From an optimization exercise on the open Yosys and OpenROAD flow, aimed at small area, a short achievable clock period and few clock cycles per item; shortcuts taken in it are not production practice. In this exercise RTL edits were held to simulation tests only and were not proved equivalent to the original. Power is estimated from default activity; no workload was simulated.

===== run.sh =====
#!/bin/bash
# synth_recipe.tcl (not shown) runs the flow's synth.tcl, then flattens the netlist and writes it again
# the make line also repeats each setting of config.mk as NAME=value (left out here)
make -C /OpenROAD-flow-scripts/flow DESIGN_CONFIG=/design/flow/config.mk WORK_HOME=/design/flow/orfs CLKGATE_MAP_FILE= SYNTH_SCRIPT=/design/flow/synth_recipe.tcl finish

===== config.mk =====
export PLATFORM = sky130hd
export DESIGN_NAME = attn_score_top
export DESIGN_NICKNAME = attn_score_top
export VERILOG_FILES = /design/flow/design.v
export SDC_FILE = /design/flow/constraint.sdc
export NUM_CORES = 4
export LEC_CHECK = 0
export CAP_MARGIN = 20
export CORE_MARGIN = 2
export CORE_UTILIZATION = 40
export SLEW_MARGIN = 20

===== constraint.sdc =====
create_clock -name core_clock -period 135.0 [get_ports {clk}]
set_input_delay 27.0000 -clock core_clock [delete_from_list [all_inputs] [get_ports {clk}]]
set_output_delay 27.0000 -clock core_clock [all_outputs]
set_load 0.01 [all_outputs]

===== design.v =====
`default_nettype none
package attn_pkg;
    localparam int MAX_D_MODEL = 8;
    typedef logic [31:0] fp32_t;
    typedef logic [3:0]  seq_idx_t;
    typedef struct packed {
        logic        sign;
        logic [7:0]  expo;
        logic [22:0] frac;
    } fp32_fields_s;
    typedef union packed {
        fp32_t        bits;
        fp32_fields_s f;
    } fp32_word_u;
    localparam fp32_t MASK_WORD = 32'hCE96_7699;
    typedef struct packed {
        fp32_t [MAX_D_MODEL-1:0] query;
        fp32_t [MAX_D_MODEL-1:0] key;
        seq_idx_t                row;
        seq_idx_t                col;
    } qk_pair_s;
    typedef struct packed {
        fp32_t    score;
        seq_idx_t row;
        seq_idx_t col;
    } score_s;
    function automatic fp32_t fp32_mul(fp32_t a, fp32_t b);
        logic [23:0] mant_a;
        logic [23:0] mant_b;
        logic [47:0] mant_p;
        logic [7:0]  exp_r;
        mant_a  = {1'b1, a[22:0]};
        mant_b  = {1'b1, b[22:0]};
        mant_p  = mant_a * mant_b;
        exp_r   = a[30:23] + b[30:23] - 8'd127;
        if (mant_p[47]) begin
            mant_p = mant_p >> 1;
            exp_r  = exp_r + 8'd1;
        end
        fp32_mul = {a[31] ^ b[31], exp_r, mant_p[45:23]};
    endfunction
    function automatic fp32_t fp32_add(fp32_t a, fp32_t b);
        logic        sign_r;
        logic [7:0]  exp_r;
        logic [23:0] mant_a;
        logic [23:0] mant_b;
        logic [24:0] mant_r;
        sign_r  = a[31];
        mant_a  = {1'b1, a[22:0]};
        mant_b  = {1'b1, b[22:0]};
        if (a[30:23] > b[30:23]) begin
            mant_b = mant_b >> (a[30:23] - b[30:23]);
            exp_r  = a[30:23];
        end else begin
            mant_a = mant_a >> (b[30:23] - a[30:23]);
            exp_r  = b[30:23];
        end
        if (a[31] == b[31]) begin
            mant_r = mant_a + mant_b;
            if (mant_r[24]) begin
                mant_r = mant_r >> 1;
                exp_r  = exp_r + 8'd1;
            end
        end else if (mant_a > mant_b) begin
            mant_r = mant_a - mant_b;
        end else begin
            mant_r = mant_b - mant_a;
            sign_r = b[31];
        end
        for (int i = 0; i < 24; i++) begin
            if (!mant_r[23] && (exp_r != 8'd0)) begin
                mant_r = mant_r << 1;
                exp_r  = exp_r - 8'd1;
            end
        end
        if (mant_r == 25'd0) begin
            exp_r = 8'd0;
        end
        fp32_add = {sign_r, exp_r, mant_r[22:0]};
    endfunction
endpackage
`default_nettype wire
`default_nettype none
module score_fifo #(
    parameter int FIFO_DEPTH = 4
) (
    input  logic             clk,
    input  logic             rst_n,
    input  logic             push,
    input  attn_pkg::score_s push_data,
    input  logic             pop,
    output attn_pkg::score_s pop_data,
    output logic             empty
);
    localparam int AW = (FIFO_DEPTH > 1) ? $clog2(FIFO_DEPTH) : 1;
    localparam int CW = $clog2(FIFO_DEPTH + 1);
    logic [39:0] mem [FIFO_DEPTH];
    logic [AW-1:0] wr_ptr;
    logic [AW-1:0] rd_ptr;
    logic [CW-1:0] count;
    logic          full;
    assign empty    = (count == '0);
    assign full     = (count == CW'(FIFO_DEPTH));
    assign pop_data = mem[rd_ptr];
    always_ff @(posedge clk) begin
        if (push) begin
            mem[wr_ptr] <= push_data;
        end
    end
    always_ff @(posedge clk or negedge rst_n) begin
        if (!rst_n) begin
            wr_ptr <= '0;
            rd_ptr <= '0;
            count  <= '0;
        end else begin
            if (push) begin
                wr_ptr <= (wr_ptr == AW'(FIFO_DEPTH - 1)) ? '0 : wr_ptr + 1'b1;
            end
            if (pop) begin
                rd_ptr <= (rd_ptr == AW'(FIFO_DEPTH - 1)) ? '0 : rd_ptr + 1'b1;
            end
            case ({push, pop})
                2'b10:   count <= count + 1'b1;
                2'b01:   count <= count - 1'b1;
                default: count <= count;
            endcase
        end
    end
endmodule
`default_nettype wire
`default_nettype none
module dot_product_unit #(
    parameter int D_MODEL = 4
) (
    input  logic               clk,
    input  logic               rst_n,
    input  attn_pkg::qk_pair_s pair_in,
    input  logic [1:0]         stage_valid,
    output attn_pkg::score_s   sum_out
);
    attn_pkg::fp32_t [D_MODEL-1:0] prod_q;
    attn_pkg::seq_idx_t            row_q;
    attn_pkg::seq_idx_t            col_q;
    attn_pkg::fp32_t               lane_sum;
    always_ff @(posedge clk or negedge rst_n) begin
        if (!rst_n) begin
            prod_q <= '0;
            row_q  <= '0;
            col_q  <= '0;
        end else if (stage_valid[0]) begin
            for (int i = 0; i < D_MODEL; i++) begin
                prod_q[i] <= attn_pkg::fp32_mul(pair_in.query[i], pair_in.key[i]);
            end
            row_q <= pair_in.row;
            col_q <= pair_in.col;
        end
    end
    always_comb begin
        lane_sum = prod_q[0];
        for (int i = 1; i < D_MODEL; i++) begin
            lane_sum = attn_pkg::fp32_add(lane_sum, prod_q[i]);
        end
    end
    always_ff @(posedge clk or negedge rst_n) begin
        if (!rst_n) begin
            sum_out <= '0;
        end else if (stage_valid[1]) begin
            sum_out.score <= lane_sum;
            sum_out.row   <= row_q;
            sum_out.col   <= col_q;
        end
    end
endmodule
`default_nettype wire
`default_nettype none
module score_scale_mask #(
    parameter int D_MODEL = 4
) (
    input  logic             clk,
    input  logic             rst_n,
    input  attn_pkg::score_s sum_in,
    input  logic             causal_en,
    input  logic             load,
    output attn_pkg::score_s score_out
);
    localparam attn_pkg::fp32_t SCALE = (D_MODEL == 4)   ? 32'h3F00_0000 :
                              (D_MODEL == 16)  ? 32'h3E80_0000 :
                              (D_MODEL == 64)  ? 32'h3E00_0000 :
                              (D_MODEL == 256) ? 32'h3D80_0000 : 32'h3F80_0000;
    localparam bit SCALE_EN = (D_MODEL == 4) || (D_MODEL == 16) ||
                              (D_MODEL == 64) || (D_MODEL == 256);
    attn_pkg::fp32_t      scaled;
    logic       masked;
    assign scaled = SCALE_EN ? attn_pkg::fp32_mul(sum_in.score, SCALE) : sum_in.score;
    assign masked = causal_en && (sum_in.col > sum_in.row);
    always_ff @(posedge clk or negedge rst_n) begin
        if (!rst_n) begin
            score_out <= '0;
        end else if (load) begin
            score_out.score <= masked ? attn_pkg::MASK_WORD : scaled;
            score_out.row   <= sum_in.row;
            score_out.col   <= sum_in.col;
        end
    end
endmodule
`default_nettype wire
`default_nettype none
module attn_credit_ctrl #(
    parameter int OUT_CREDITS = 2
) (
    input  logic       clk,
    input  logic       rst_n,
    input  logic       in_valid,
    input  logic       fifo_empty,
    input  logic       out_credit,
    output logic [2:0] stage_valid,
    output logic       fifo_pop,
    output logic       in_credit,
    output logic       out_valid
);
    localparam int CW = $clog2(OUT_CREDITS + 1);
    logic [CW-1:0] credit_cnt;
    assign fifo_pop  = (credit_cnt != '0) && !fifo_empty;
    assign out_valid = fifo_pop;
    always_ff @(posedge clk or negedge rst_n) begin
        if (!rst_n) begin
            stage_valid <= '0;
        end else begin
            stage_valid <= {stage_valid[1:0], in_valid};
        end
    end
    always_ff @(posedge clk or negedge rst_n) begin
        if (!rst_n) begin
            credit_cnt <= CW'(OUT_CREDITS);
            in_credit  <= 1'b0;
        end else begin
            case ({out_credit, fifo_pop})
                2'b10:   credit_cnt <= credit_cnt + 1'b1;
                2'b01:   credit_cnt <= credit_cnt - 1'b1;
                default: credit_cnt <= credit_cnt;
            endcase
            in_credit <= fifo_pop;
        end
    end
endmodule
`default_nettype wire
`default_nettype none
module attn_score_top #(
    parameter int D_MODEL     = 4,
    parameter int FIFO_DEPTH  = 4,
    parameter int OUT_CREDITS = 2
) (
    input  logic               clk,
    input  logic               rst_n,
    input  logic               in_valid,
    input  attn_pkg::qk_pair_s in_pair,
    input  logic               causal_en,
    input  logic               out_credit,
    output logic               in_credit,
    output logic               out_valid,
    output attn_pkg::score_s   out_score
);
    logic [2:0] stage_valid;
    logic       fifo_pop;
    logic       fifo_empty;
    attn_pkg::score_s     dot_sum;
    attn_pkg::score_s     scaled_score;
    attn_credit_ctrl #(
        .OUT_CREDITS (OUT_CREDITS)
    ) i_ctrl (
        .clk         (clk),
        .rst_n       (rst_n),
        .in_valid    (in_valid),
        .fifo_empty  (fifo_empty),
        .out_credit  (out_credit),
        .stage_valid (stage_valid),
        .fifo_pop    (fifo_pop),
        .in_credit   (in_credit),
        .out_valid   (out_valid)
    );
    dot_product_unit #(
        .D_MODEL (D_MODEL)
    ) i_dot (
        .clk         (clk),
        .rst_n       (rst_n),
        .pair_in     (in_pair),
        .stage_valid ({stage_valid[0], in_valid}),
        .sum_out     (dot_sum)
    );
    score_scale_mask #(
        .D_MODEL (D_MODEL)
    ) i_scale (
        .clk       (clk),
        .rst_n     (rst_n),
        .sum_in    (dot_sum),
        .causal_en (causal_en),
        .load      (stage_valid[1]),
        .score_out (scaled_score)
    );
    score_fifo #(
        .FIFO_DEPTH (FIFO_DEPTH)
    ) i_fifo (
        .clk       (clk),
        .rst_n     (rst_n),
        .push      (stage_valid[2]),
        .push_data (scaled_score),
        .pop       (fifo_pop),
        .pop_data  (out_score),
        .empty     (fifo_empty)
    );
endmodule
`default_nettype wire

==> impl_metrics.toml <==
[sta]
max_freq_mhz = 7.953
tightest_slew_ns = 1.166
clock_skew_ns = 0.07443
setup_viol = 0
period_needed_ns = 125.74
max_slew_margin_pct = 20.76
fin_setup_tns_ns = 0
hold_violations = 0
fin_crit_sh_pct = 93.14
drv_slew = 0
rsz0062_at_grt = "false"

[floorplanning]
ios = 567
core_area_um2 = 427600
die_h_um = 659.8
die_area_um2 = 435300
initial_core_util_pct = 40.23
row_count = 240
die_w_um = 659.8

[clock_network]
path_clk_slew_ns = 0.06
clockBufferDepth = 3
clk-insertion-delay-late_ns = 0.73
numCtsBuffers = 46
cts_max_level = 2
cts_tree = "yes"
clockRootBuffer = "clkbuf_16"
hold_buffers = 0
cts_sinks = 389

[power]
p_clk_share_pct = 0.2
p_sw_share_pct = 60.51
vdd_drop_max_uv = 802.6
p_leak_uw = 0.08055
p_switching_uw = 45550
p_int_uw = 29730
seqPwrFrac_pct = 0.4
pg_comb_uw = 74900
powerSeq_uw = 275
power.group.top = "combinational cells"
clk-power_uw = 132
comb_power_share_pct = 99.5
powerDensity_nw_per_um2 = 410.1

[drt]
drc = 0
wl_per_cell_um = 19.14
via_count = 151300
ant_nets = 0
first_iter_violations = 10620
totalWireLength_um = 513800
firstDrtPassIters = 8
routed_via_density = 5.638

[critical_path]
path_class = "reg2reg"
critPathMaxFanout = 47
startpoint = "i_dot.prod_q[26]"
cp.required_ns = 135.56
path_delay_family = "compound AO/OA/AOI/OAI gates"
slowest_delay_ns = 0.73
cp.depth = 533
start_kind = "register"
crit_buf_inv = 80
cp.arrival_ns = 126.30
endpoint = "i_dot.sum_out[26]"
critPathCaptureType = "register"
slowest_stage = "or4b_2"
timing.reg2reg.setup_slack_ns = 9.26
r2r-start = "i_dot.prod_q[26]"
worst-r2r-cell-count = 533
crit_top_cell = "ha_1"
reg2reg_to = "i_dot.sum_out[26]"

[synth]
netlist_instances = 21200
synth-seq-cells = 389
syn_area_um2 = 172000
ys_seq_area_share_pct = 6.126
syn_nets = 24790
yosys_warnings = 4
synth_edf_count = 160
synthDistinctLibCells = 236
avgSynthCellArea_um2 = 8.114
synthFlopType = "dfrtp_1"
async_flop_share_pct = 58.87

[grt]
grt_pass1_wl_um = 827000
antenna_found_initial = 31
grt_usage_pct = 23.11
grt_pass1_vias = 149300
grt_overflow = 0
grt_max_degree = 96

[min_path]
hold_path_end = "i_fifo.count[2]"
worstHoldPathType = "reg2reg"
hold_path.startpoint = "i_fifo.count[2]"
min_path_cells = 1

[placement]
post-dp-hpwl_um = 400600
io_buffer_count = 310
gp_congestion = 0.9375

[final_layout]
area_growth_pct = 6.721
drive_above_1_share_pct = 12.39
fin_util_pct = 42.93
layout_common_cells = "inv_1 (2650), nand2_1 (2609), fa_1 (1944), nor2_1 (1600), a21oi_1 (1174)"
layout.nets = 24670
final_common_cell = "inv_1"

[run_status]
status = "no timing/DRC/antenna violations"

[flow_run]
maxCapViolCount = 0
## cell type report
cell class | count | area, µm²
antenna | 38 | 95.09
sequential | 389 | 10540
timing repair inverter | 1 | 7.507
timing repair buffer | 969 | 8079
fill | 43340 | 244000
clock inverter | 36 | 391.6
tap | 5687 | 7116
multi-input combinational | 17010 | 146100
clock buffer | 50 | 1196
inverter | 2667 | 10050
## flip-flops by register name (all words and copies together) (netlist names)
register,flops
i_ctrl.credit_cnt,2
i_ctrl.in_credit,1
i_ctrl.stage_valid,3
i_dot.col_q,4
i_dot.prod_q,128
i_dot.row_q,4
i_dot.sum_out,40
i_fifo.count,3
i_fifo.mem,160
i_fifo.rd_ptr,2
i_fifo.wr_ptr,2
i_scale.score_out,40
## synth_stat cells (all sizes together), types with 96 or more instances
cell	count	share of area [%]
o21bai	127	0.59
a21oi	1257	3.9
o21a	235	1.1
a21o	161	0.76
dfrtp	228	3.3
edfxtp	160	2.8
or2	99	0.37
xor2	145	0.81
o31ai	96	0.57
nand3	358	1.2
nand2b	108	0.41
a31oi	213	0.93
nor2	1653	3.7
clkbuf	838	2.0
ha	1122	8.2
mux2i	1046	6.2
mux2	410	2.7
and2	1006	3.7
a211oi	174	0.99
nor3	442	1.5
fa	1944	23
nor4	154	0.81
o21ai	994	3.0
nand4	143	0.61
or3	98	0.40
buf	288	1.4
inv	2660	5.8
and3	141	0.57
xnor2	391	2.1
nand2	2654	5.9
o211ai	157	0.79
o22ai	98	0.41
## kinds of logic after synthesis
| logic type | Yosys count | share of synthesized area [%] |
|---|---|---|
| xor gates and xnor gates | 546 | 3.049 |
| buffers and inverters | 3808 | 9.407 |
| muxes | 1512 | 9.688 |
| and+or+nand+nor | 7289 | 21.31 |
| DFF | 389 | 6.126 |
| adders and majority gates | 3067 | 30.79 |
| AOI/OAI and AO/OA | 4587 | 19.63 |
## timing repair
item / 4_1_cts / 5_1_grt
endpoints found under the setup margin: 0 / 31
buffers inserted: 0 / 26
resized for setup: 0 / 65
## stage by stage
step,instance area [µm²],instances,hold WS [ns],total power [µW],worst slack (ns)
after floorplan,172000,21200,0.3519,55470,5.347
after global placement,181200,26690,0.4639,73260,3.114
after detailed placement,181300,26690,0.4630,73810,2.601
after CTS,182800,26770,0.4735,74440,1.917
after global routing,183500,26820,0.4915,83570,0.03432
final,183600,26850,0.4718,75280,9.255
## metal layers
metal	vias to the layer above	share of wire, %	track usage, %
li1	72080	-	-
met5	-	0.0035	0
met4	4	2.8	5.554
met1	74700	45	31.50
met2	3926	47	39.39
met3	629	4.9	2.088
Testbench counts, summed over its fixed seeds: cycles 2,896, items 1,920.

-- re-timing with driven ports --
Ports are ideal in the flow. The routed layout listed here was re-timed in OpenROAD.
Step 1 assumes that a clkbuf_16 drives the clock port and a buf_2 every other input.
Step 2 times the ports against the registers' clock, not the clock port: input delays grow and output delays shrink by t, the midpoint of the rising clock arrivals with the driver on.
Three values: ideal, step 1, step 2; two values: the first two.
shift t [ns]: 0.804
setup slack, ns: 9.255 / 9.255 / 9.255
cell pins on the clock port's net: 1
After both steps this run still meets setup and hold. The setup slack of this run moves by 0.000 ns with the drivers and by 0.000 ns with both steps.
